Context: an optimization exercise on an open-source flow, tuned for small area and a short achievable clock period. The choices shown serve that exercise and are no tape-out recipe. Only simulation tests tie the RTL to the original design; equivalence was not proved.

== before ==
==> flow/design.v <==
`default_nettype none
module fetch_predict
(
   input  logic        CLK,
   input  logic        nRST,
   input  logic        ihit,
   input  logic [31:0] imemload,
   input  logic        resolve_valid,
   input  logic        resolve_cond,
   input  logic        resolve_jump,
   input  logic        resolve_taken,
   input  logic        resolve_predicted,
   input  logic [31:0] resolve_pc,
   input  logic [31:0] resolve_target,
   output logic [31:0] imemaddr,
   output logic [31:0] fetch_instr,
   output logic [31:0] fetch_pc_plus_4,
   output logic        fetch_predicted,
   output logic        flush
);
   logic [3:0]  btb_valid;
   logic [27:0] btb_tag    [0:3];
   logic [31:0] btb_target [0:3];
   logic [1:0]  btb_state  [0:3];    
   logic [1:0]  fidx;
   logic        predict;
   logic [3:0]  fhit;         
   assign fidx      = imemaddr[3:2];
   for (genvar g = 0; g < 4; g++)
   begin : g_fhit
      assign fhit[g] = (fidx == g) && btb_valid[g] && !btb_state[g][1] &&
                       (btb_tag[g] == imemaddr[31:4]);
   end
   assign predict   = |fhit;
   logic [31:0] pc_step;
   assign pc_step = imemaddr + {29'd0, ihit, 2'b00};
   logic        redirect;
   logic [31:0] redirect_addr;
   logic        fall_through;
   assign redirect     = resolve_valid && (resolve_jump || (resolve_cond && (resolve_taken != resolve_predicted)));
   assign fall_through = !resolve_jump && resolve_cond && !resolve_taken && resolve_predicted;
   assign redirect_addr = fall_through ? resolve_pc + 32'd4 : resolve_target;
   assign flush = redirect;
   logic [1:0]  ridx;
   logic        btb_write;
   logic        check_hit;
   logic [1:0]  cstate;
   logic [1:0]  step_state;
   assign ridx      = resolve_pc[3:2];
   assign btb_write = resolve_valid && resolve_cond && !resolve_jump && ihit;
   logic [3:0]  chit;
   for (genvar g = 0; g < 4; g++)
   begin : g_chit
      assign chit[g] = btb_valid[g] && (btb_tag[g] == resolve_pc[31:4]);
   end
   assign check_hit = chit[ridx];
   assign cstate    = btb_state[ridx];
   always_comb
   begin
      if (resolve_taken)
         step_state = (cstate == 2'b00) ? 2'b00 : cstate - 2'd1;
      else
         step_state = (cstate == 2'b11) ? 2'b11 : cstate + 2'd1;
   end
   for (genvar g = 0; g < 4; g++)
   begin : g_entry
      logic wr;
      assign wr = btb_write && (ridx == g);
      always_ff @(posedge CLK, negedge nRST)
      begin
         if (!nRST)
            btb_valid[g] <= 1'b0;
         else if (wr)
            btb_valid[g] <= 1'b1;
      end
      always_ff @(posedge CLK)
      begin
         if (wr)
         begin
            btb_tag[g]   <= resolve_pc[31:4];
            btb_state[g] <= chit[g] ? step_state : 2'b00;
            if (!chit[g])
               btb_target[g] <= resolve_target;
         end
      end
   end
   always_ff @(posedge CLK, negedge nRST)
   begin
      if (!nRST)
         imemaddr <= 32'd0;
      else if (redirect)
         imemaddr <= redirect_addr;
      else if (predict && ihit)
         imemaddr <= btb_target[fidx];
      else
         imemaddr <= pc_step;    
   end
   logic        fetch_valid;
   logic [31:0] fetch_instr_q;
   logic [31:0] fetch_pc4_q;
   always_ff @(posedge CLK, negedge nRST)
   begin
      if (!nRST)
      begin
         fetch_valid     <= 1'b0;
         fetch_predicted <= 1'b0;
      end
      else if (redirect)
      begin
         fetch_valid     <= 1'b0;
         fetch_predicted <= 1'b0;
      end
      else if (ihit)
      begin
         fetch_valid     <= 1'b1;
         fetch_predicted <= predict;
      end
   end
   always_ff @(posedge CLK)
   begin
      if (ihit)
      begin
         fetch_instr_q <= imemload;
         fetch_pc4_q   <= pc_step;     
      end
   end
   assign fetch_instr     = fetch_instr_q & {32{fetch_valid}};
   assign fetch_pc_plus_4 = fetch_pc4_q   & {32{fetch_valid}};
endmodule
`default_nettype wire
==> flow/config.mk <==
export PLATFORM = sky130hd
export DESIGN_NAME = fetch_predict
export DESIGN_NICKNAME = fetch_predict
export VERILOG_FILES = /design/flow/design.v
export SDC_FILE = /design/flow/constraint.sdc
export NUM_CORES = 4
export LEC_CHECK = 0
export CAP_MARGIN = 20
export CORE_MARGIN = 2
export CORE_UTILIZATION = 62
export CTS_CLUSTER_DIAMETER = 80
export CTS_CLUSTER_SIZE = 24
export SETUP_SLACK_MARGIN = 1.8
export SLEW_MARGIN = 20
==> flow/constraint.sdc <==
create_clock -name core_clock -period 4.3 [get_ports {CLK}]
set_input_delay 0.8600 -clock core_clock [delete_from_list [all_inputs] [get_ports {CLK}]]
set_output_delay 0.8600 -clock core_clock [all_outputs]
set_load 0.01 [all_outputs]
standard.sh (not shown) runs the stock make flow with config.mk's settings and CLKGATE_MAP_FILE= SYNTH_SCRIPT=/design/flow/synth_recipe.tcl, a recipe that flattens the netlist after the stock synthesis.
==> flow/flow/run.sh <==
#!/bin/bash
# Standard layout, with plain buf_2 cells as the port buffers instead of
# the delay buffers buffer_ports picks by default. Every port still gets
# its own buffer.
set -euo pipefail
export BUFFER_PORTS_ARGS="-buffer_cell sky130_fd_sc_hd__buf_2"
bash standard.sh > standard.log 2>&1
Setup changes, before to after
--- a/flow/design.v
+++ b/flow/design.v
@@ -24,6 +24,7 @@
    logic [1:0]  btb_state  [0:3];    
    logic [1:0]  fidx;
    logic        predict;
+   logic [31:0] pc_plus_4;
    logic [3:0]  fhit;         
    assign fidx      = imemaddr[3:2];
    for (genvar g = 0; g < 4; g++)
@@ -32,6 +33,7 @@
                        (btb_tag[g] == imemaddr[31:4]);
    end
    assign predict   = |fhit;
+   assign pc_plus_4 = imemaddr + 32'd4;
    logic [31:0] pc_step;
    assign pc_step = imemaddr + {29'd0, ihit, 2'b00};
    logic        redirect;
@@ -121,7 +123,7 @@
       if (ihit)
       begin
          fetch_instr_q <= imemload;
-         fetch_pc4_q   <= pc_step;     
+         fetch_pc4_q   <= pc_plus_4;
       end
    end
    assign fetch_instr     = fetch_instr_q & {32{fetch_valid}};
==> comparison <==
- after: all stages complete, timing, DRC and antenna checks passed
- Summary — cell area, after relative to before: higher, by 2.6%.
- A topmost layer with routed signal wires of met5 is what after shows, while met4 belongs to before.
- Compared with before, in after total via count in the routed design increased by 1254 relative to the old numbers; worst endpoint data arrival time decreased by 1.31 ns relative to the old numbers.
- before has a lower placed standard-cell area than after.
- Cmp after vs before: total of cells resized after clock tree synthesis higher in after
- Maximum frequency essentially unchanged between after and before.

-- afterwards: timing with drivers on the ports --
How much do the figures lean on ideal ports? The routed layouts below were timed once more, with nothing changed but the port constraints.
Step 1 sets driving cells, clkbuf_16 on the clock port and buf_2 on the other inputs (assumed; they add their load-dependent delay and slew).
Step 2 also shifts input and output timing later by t, the mid clock arrival at the registers, as if the neighbouring blocks saw the same clock.
Three values: no drivers, after step 1, after step 2; two values: the first two.
run | shift t [ns] | setup WS [ns] | hold slack, ns | worst setup path at the end | slew at the worst register clock pin (ns)
before | 0.570 | 1.757 / 1.757 / 1.266 | 0.489 / 0.481 / 0.489 | input to register | 0.11 / 0.11
after | 0.582 | 1.760 / 1.713 / 1.283 | 0.326 / 0.296 / 0.521 | input to register | 0.11 / 0.11
After both steps setup and hold are still met in every run listed. For before, which loses most, drivers alone change the setup slack by 0.000 ns; drivers and shift together by -0.491 ns.
